Source: an optimization exercise on an open RTL-to-GDS flow (aim: small area). Production flows keep margins and buffers that such runs may drop. Only simulation tests tie the RTL to the original design; equivalence was not proved.

**flow/constraint.sdc**
```tcl
create_clock -name core_clock -period 10.0 [get_ports {clk}]
set_input_delay 2.0000 -clock core_clock [delete_from_list [all_inputs] [get_ports {clk}]]
set_output_delay 2.0000 -clock core_clock [all_outputs]
set_load 0.01 [all_outputs]
```
**flow/run.sh**
```bash
#!/bin/bash
# synth_recipe.tcl (not shown) runs the flow's synth.tcl, then flattens the netlist and writes it again
# the make line also repeats each setting of config.mk as NAME=value (left out here)
make -C /OpenROAD-flow-scripts/flow DESIGN_CONFIG=/design/flow/config.mk WORK_HOME=/design/flow/orfs CLKGATE_MAP_FILE= SYNTH_SCRIPT=/design/flow/synth_recipe.tcl finish
```
**flow/design.v**
```verilog
package svpwm_pkg;
    typedef logic signed [16-1:0] sample_t;
    typedef logic [16-1:0] duty_t;
endpackage
`timescale 1ns/1ps
module space_vector_modulator
(
    input  logic    clk,
    input  logic    reset,
    input  svpwm_pkg::sample_t alpha,
    input  svpwm_pkg::sample_t beta,
    input  logic    in_valid,
    output logic    in_ready,
    output svpwm_pkg::duty_t   duty_u,
    output svpwm_pkg::duty_t   duty_v,
    output svpwm_pkg::duty_t   duty_w,
    output logic    duty_valid
);
    localparam int W    = 16;
    localparam int FRAC = 10;
    localparam logic signed [11:0] SQRT3 = 12'sd1774;
    localparam svpwm_pkg::sample_t PERIOD_S   = svpwm_pkg::sample_t'(3000);
    localparam svpwm_pkg::sample_t DUTY_MIN_S = svpwm_pkg::sample_t'(20);
    localparam svpwm_pkg::sample_t DUTY_MAX_S = svpwm_pkg::sample_t'(2980);
    localparam svpwm_pkg::duty_t   DUTY_LO    = svpwm_pkg::duty_t'(20);
    localparam svpwm_pkg::duty_t   DUTY_HI    = svpwm_pkg::duty_t'(2980);
    logic       accept;
    logic       ready_init;
    logic       captured;
    logic [4:0] busy;
    svpwm_pkg::sample_t a_r, b_r;
    logic signed [W+11:0] a_prod;
    svpwm_pkg::sample_t s1_a_sqrt3, s1_abs_b;
    logic    s1_inv;
    svpwm_pkg::sample_t abs_a;
    svpwm_pkg::sample_t s2_t1, s2_t2;
    logic    s2_small, s2_same, s2_inv;
    svpwm_pkg::sample_t zero_half;
    svpwm_pkg::sample_t base_u, base_v, base_w;
    svpwm_pkg::sample_t s3_u, s3_v, s3_w;
    logic    s3_inv;
    svpwm_pkg::sample_t s4_u, s4_v, s4_w;
    svpwm_pkg::sample_t s5_u, s5_v, s5_w;
    function automatic svpwm_pkg::sample_t clamp_duty(input svpwm_pkg::sample_t x);
        if (x < DUTY_MIN_S) begin
            clamp_duty = DUTY_MIN_S;
        end else if (x > DUTY_MAX_S) begin
            clamp_duty = DUTY_MAX_S;
        end else begin
            clamp_duty = x;
        end
    endfunction
    assign accept = in_valid && in_ready;
    assign a_prod = a_r * SQRT3;
    assign abs_a  = s1_a_sqrt3[W-1] ? -s1_a_sqrt3 : s1_a_sqrt3;
    assign zero_half = (PERIOD_S - s2_t1 - s2_t2) >>> 1;
    always_comb begin
        if (s2_small) begin
            if (s2_same) begin
                base_u = s2_t1 + s2_t2;
                base_v = s2_t1;
                base_w = '0;
            end else begin
                base_u = '0;
                base_v = s2_t1 + s2_t2;
                base_w = s2_t2;
            end
        end else begin
            base_u = s2_inv ? s2_t2 : s2_t1;
            base_v = s2_t1 + s2_t2;
            base_w = '0;
        end
    end
    always_ff @(posedge clk) begin
        if (accept) begin
            a_r <= alpha;
            b_r <= beta;
        end
        s1_a_sqrt3 <= a_prod[FRAC +: W];
        s1_abs_b   <= b_r[W-1] ? -b_r : b_r;
        s1_inv     <= b_r[W-1];
        s2_small   <= s1_abs_b < abs_a;
        s2_same    <= s1_a_sqrt3[W-1] == s1_inv;
        s2_inv     <= s1_inv;
        if (s1_abs_b < abs_a) begin
            s2_t1 <= s1_abs_b;
            s2_t2 <= (abs_a - s1_abs_b) >>> 1;
        end else begin
            s2_t1 <= (s1_abs_b + s1_a_sqrt3) >>> 1;
            s2_t2 <= (s1_abs_b - s1_a_sqrt3) >>> 1;
        end
        s3_u   <= base_u + zero_half;
        s3_v   <= base_v + zero_half;
        s3_w   <= base_w + zero_half;
        s3_inv <= s2_inv;
        s4_u <= s3_inv ? PERIOD_S - s3_u : s3_u;
        s4_v <= s3_inv ? PERIOD_S - s3_v : s3_v;
        s4_w <= s3_inv ? PERIOD_S - s3_w : s3_w;
        s5_u <= clamp_duty(s4_u);
        s5_v <= clamp_duty(s4_v);
        s5_w <= clamp_duty(s4_w);
        if (busy[4]) begin
            duty_u <= svpwm_pkg::duty_t'(s5_u);
            duty_v <= svpwm_pkg::duty_t'(s5_v);
            duty_w <= svpwm_pkg::duty_t'(s5_w);
        end
    end
    always_ff @(posedge clk or posedge reset) begin
        if (reset) begin
            in_ready   <= 1'b0;
            ready_init <= 1'b1;
            captured   <= 1'b0;
            busy       <= '0;
            duty_valid <= 1'b0;
        end else begin
            ready_init <= 1'b0;
            captured   <= accept;
            busy       <= {busy[3:0], captured};
            duty_valid <= busy[4];
            if (ready_init || busy[4]) begin
                in_ready <= 1'b1;
            end
            if (accept) begin
                in_ready <= 1'b0;
            end
        end
    end
endmodule
`timescale 1ns/1ps
module pwm_carrier
(
    input  logic  clk,
    input  logic  reset,
    output svpwm_pkg::duty_t carrier_count,
    output logic  period_start
);
    localparam svpwm_pkg::duty_t PEAK = svpwm_pkg::duty_t'(3000);
    logic count_up;
    always_ff @(posedge clk or posedge reset) begin
        if (reset) begin
            carrier_count <= '0;
            count_up      <= 1'b1;
        end else if (count_up) begin
            carrier_count <= carrier_count + 1'b1;
            if (carrier_count == PEAK - 1'b1) begin
                count_up <= 1'b0;
            end
        end else begin
            carrier_count <= carrier_count - 1'b1;
            if (carrier_count == svpwm_pkg::duty_t'(1)) begin
                count_up <= 1'b1;
            end
        end
    end
    assign period_start = (carrier_count == '0);
endmodule
`timescale 1ns/1ps
module pwm_phase_leg
(
    input  logic  clk,
    input  logic  reset,
    input  svpwm_pkg::duty_t duty,
    input  logic  duty_load,
    input  svpwm_pkg::duty_t carrier_count,
    input  logic  period_start,
    output logic  gate_hi,
    output logic  gate_lo
);
    localparam int DT_W = $clog2(10 + 1);
    svpwm_pkg::duty_t           pending_duty;
    svpwm_pkg::duty_t           active_duty;
    logic            raw;
    logic            raw_q;
    logic [DT_W-1:0] dead_cnt;
    always_ff @(posedge clk or posedge reset) begin
        if (reset) begin
            pending_duty <= '0;
            active_duty  <= '0;
        end else begin
            if (duty_load) begin
                pending_duty <= duty;
            end
            if (period_start) begin
                active_duty <= pending_duty;
            end
        end
    end
    assign raw = carrier_count < active_duty;
    always_ff @(posedge clk or posedge reset) begin
        if (reset) begin
            raw_q    <= 1'b0;
            dead_cnt <= DT_W'(10);
            gate_hi  <= 1'b0;
            gate_lo  <= 1'b0;
        end else begin
            raw_q <= raw;
            if (raw != raw_q) begin
                gate_hi  <= 1'b0;
                gate_lo  <= 1'b0;
                dead_cnt <= DT_W'(10);
            end else if (dead_cnt == DT_W'(1)) begin
                dead_cnt <= '0;
                gate_hi  <= raw_q;
                gate_lo  <= !raw_q;
            end else if (dead_cnt != '0) begin
                dead_cnt <= dead_cnt - 1'b1;
            end
        end
    end
endmodule
`timescale 1ns/1ps
module svpwm_top
(
    input  logic       clk,
    input  logic       reset,
    input  svpwm_pkg::sample_t    alpha,
    input  svpwm_pkg::sample_t    beta,
    input  logic       in_valid,
    output logic       in_ready,
    output svpwm_pkg::duty_t      duty_u,
    output svpwm_pkg::duty_t      duty_v,
    output svpwm_pkg::duty_t      duty_w,
    output logic       duty_valid,
    output logic [2:0] gate_hi,
    output logic [2:0] gate_lo
);
    svpwm_pkg::duty_t carrier_count;
    logic  period_start;
    space_vector_modulator u_modulator (
        .clk        (clk),
        .reset      (reset),
        .alpha      (alpha),
        .beta       (beta),
        .in_valid   (in_valid),
        .in_ready   (in_ready),
        .duty_u     (duty_u),
        .duty_v     (duty_v),
        .duty_w     (duty_w),
        .duty_valid (duty_valid)
    );
    pwm_carrier u_carrier (
        .clk           (clk),
        .reset         (reset),
        .carrier_count (carrier_count),
        .period_start  (period_start)
    );
    pwm_phase_leg u_leg_u (
        .clk           (clk),
        .reset         (reset),
        .duty          (duty_u),
        .duty_load     (duty_valid),
        .carrier_count (carrier_count),
        .period_start  (period_start),
        .gate_hi       (gate_hi[0]),
        .gate_lo       (gate_lo[0])
    );
    pwm_phase_leg u_leg_v (
        .clk           (clk),
        .reset         (reset),
        .duty          (duty_v),
        .duty_load     (duty_valid),
        .carrier_count (carrier_count),
        .period_start  (period_start),
        .gate_hi       (gate_hi[1]),
        .gate_lo       (gate_lo[1])
    );
    pwm_phase_leg u_leg_w (
        .clk           (clk),
        .reset         (reset),
        .duty          (duty_w),
        .duty_load     (duty_valid),
        .carrier_count (carrier_count),
        .period_start  (period_start),
        .gate_hi       (gate_hi[2]),
        .gate_lo       (gate_lo[2])
    );
endmodule
```
**flow/config.mk**
```make
export PLATFORM = sky130hd
export DESIGN_NAME = svpwm_top
export DESIGN_NICKNAME = svpwm_top
export VERILOG_FILES = /design/flow/design.v
export SDC_FILE = /design/flow/constraint.sdc
export NUM_CORES = 4
export LEC_CHECK = 0
export CAP_MARGIN = 20
export CORE_MARGIN = 2
export CORE_UTILIZATION = 40
export SLEW_MARGIN = 20
```
==> metrics.yaml <==
synth_xor_area_frac: 0.0740
min_period_ns: 5.80
ys_seq_area_frac: 0.395
max_freq_mhz: 173
critPathKind: "register to register"
seqCellArea_mm2: 0.0102
cts_sinks: 435
syn_avg_cell_area_um2: 10.2
root_buffer: "clkbuf_16"
cts.htree.levels: 2
drc: 0
crit_buf_inv: 4
fin_area_mm2: 0.0294
cts_made_buffers: 48
multi_input_area_mm2: 0.0142
synth_cell_type_count: 66
drt_iter0_markers: 902
start_kind: "register"
maxSlewViolCount: 0
grt_pass1_vias: 18200
status: "complete, no violations"
drt-total-wl_um: 53300
grt_usage: 0.164
final_common_cell: "inv_1"
place_congestion: 0.891
final.setup.tns_ns: 0
worstPathArrival_ns: 6.27
clk_transition_reported_paths_ns: 0.06
hold_class: "register to register"
end_kind: "register"
synth_top_family_by_area: "adder cells"
filler_cell_count: 5965
async_flop_share: 0.329
dpl.hpwl_um: 42200
yosys.area_share.adder: 0.208
io_pins: 91
post-cts-setup-buffers: 0
cp_cell_sequence: "ha_1 -> inv_1 -> fa_1 -> fa_1 -> inv_1 -> fa_1 -> inv_1 -> fa_1 -> inv_1 -> ha_1 -> o2111ai_1 -> a21oi_1 -> o41a_1 -> a221oi_1 -> o21ai_0 -> a221o_1 -> nor4_1 -> nor3_1 -> xnor2_1"
grt_max_degree: 94
yosys.area_share.simple: 0.102
die-area_mm2: 0.0668
drt-pass1-iter-count: 5
cp.depth: 19
finalNonFillerCells: 3528
fin_ws_ns: 4.20
area_growth_pct: 13.4
synth_cells: 2530
grt_pass1_wl_um: 89800
place_inst: 3438
synth_ff_type: "dfxtp_1"
cts_hold_buf: 0
antenna_found_initial: 0
grt.overflow.total: 0
synth.area.mux_share: 0.0571
cp_slowest_cell: "a221oi_1"
start_util: 0.404
finalSetupViolCount: 0
ys_ff_latch: 435
post-route-period-util: 0.580
wire_per_inst_um: 15.1
die_height_um: 259
num-nets-final: 3044
place_area_mm2: 0.0277
num_vias: 17400
ys_warn_count: 3
rsz0062_at_grt: "false"
num_antenna_cells: 0
max_cap_violations: 0
most-common-layout-cells: "334 x inv_1, 284 x ha_1, 212 x dfxtp_1"
core_mm2: 0.0642
crit_fanout: 6
ant_nets: 0
crit_family: "adder cells"
slowest_delay_ns: 0.55
hold_depth: 0
insertion_delay_ns: 0.60
die_x_um: 259
final_util: 0.457
cts_tree: "yes"
cts_resized: 0
row_count: 93
drive_gt1_frac: 0.0786
ctsLongestPathBuffers: 3
skew_ns: 0.0254
synth_edf_count: 80
synth_compound_area_frac: 0.105
syn_area_mm2: 0.0259
crit_required_ns: 10.48
hold_viol_final: 0
port_buffers: 90
r2r_cells: 19
relSlewSlack: 0.323
place_ws_ns: 4.17
routed_via_density: 4.94
max_slew.worst_pin.slew_ns: 1.01
through the flow:
step           hold WS [ns]
3_5_place_dp          0.341
4_1_cts               0.354
3_3_place_gp          0.337
5_1_grt               0.364
2_1_floorplan         0.329
6_report              0.349
layer usage:
layer,global-route usage,vias up,share of wire,wire length [µm]
met3,0.0213,105,0.032,1700
met1,0.192,8301,0.43,22800
met5,0,-,0,0
met4,0.0698,0,0.041,2160
li1,-,8753,-,-
met2,0.300,268,0.50,26600
cell usage after synthesis, types with 16 or more instances:
library cell	n	area, µm²
nand2b_1	20	125
inv_1	335	1260
a21o_1	45	338
edfxtp_1	80	2400
o21a_1	26	195
nor2_1	164	616
mux2_2	86	968
xnor2_1	169	1480
nor3_1	51	255
o21ai_0	119	596
o22ai_1	17	106
fa_1	92	1840
clkbuf_1	39	146
nor4_1	16	100
nand2_1	132	495
xor2_1	50	438
a21oi_1	103	515
or3_1	19	119
ha_1	284	3550
mux2_4	20	300
dfxtp_1	212	4240
nand3_1	37	185
nor2b_1	26	163
a211oi_1	17	128
dfrtp_1	135	3380
and2_1	36	225
mux2i_1	21	210
layout make-up:
class                      count  share of cell area
clock buffer                  73              0.0468
inverter                     335              0.0430
tap                          855              0.0364
timing repair buffer          96              0.0322
multi-input combinational   1717               0.484
clock inverter                17             0.00937
sequential                   435               0.348
final timing paths:
check / startpoint / end / slack [ns]
min reg2reg: u_modulator.captured$_DFF_PP0_ / u_modulator.busy[0]$_DFF_PP0_ / 0.35
min: u_modulator.captured$_DFF_PP0_ / u_modulator.busy[0]$_DFF_PP0_ / 0.35
min in group asynchronous: reset / u_leg_u.pending_duty[13]$_DFFE_PP0P_ / 1.97
max: u_modulator.a_r[3]$_DFFE_PP_ / u_modulator.s1_a_sqrt3[15]$_DFF_P_ / 4.20
max reg2reg: u_modulator.a_r[3]$_DFFE_PP_ / u_modulator.s1_a_sqrt3[15]$_DFF_P_ / 4.20
max in group asynchronous: reset / u_modulator.duty_valid$_DFF_PP0_ / 6.82
logic make-up (layout without fill, tap and decap cells):
kind of cell / after synthesis / after routing
and+or+nand+nor: 548 / 548
DFF: 435 / 435
AOI/OAI and AO/OA: 434 / 434
buffers and inverters: 390 / 521
adders and majority gates: 376 / 376
xor gates and xnor gates: 219 / 219
muxes: 127 / 127
other: 1 / 13

## what the ideal ports hide
The flow's constraints put no driver on any port. The routed layout listed below was extracted and timed again, unchanged, in two steps.
Step 1, drivers: a clkbuf_16 drives clk and a buf_2 each remaining input, both assumed.
Step 2 adds t to the input delays and takes it off the output delays; t is the mean of the earliest and latest rising clock arrival at the registers after step 1. Input paths then give back, and output paths get back, about the clock's delay inside the block.
Slacks: ideal / step 1 / step 2; pairs: ideal / step 1.
t (ns): 0.645
slack for setup (ns): 4.204 / 4.204 / 4.204
latest minus earliest clock arrival (ns): 0.028 / 0.029
After both steps setup and hold are still met in this run. For this run, drivers alone change the setup slack by 0.000 ns; drivers and shift together by 0.000 ns.
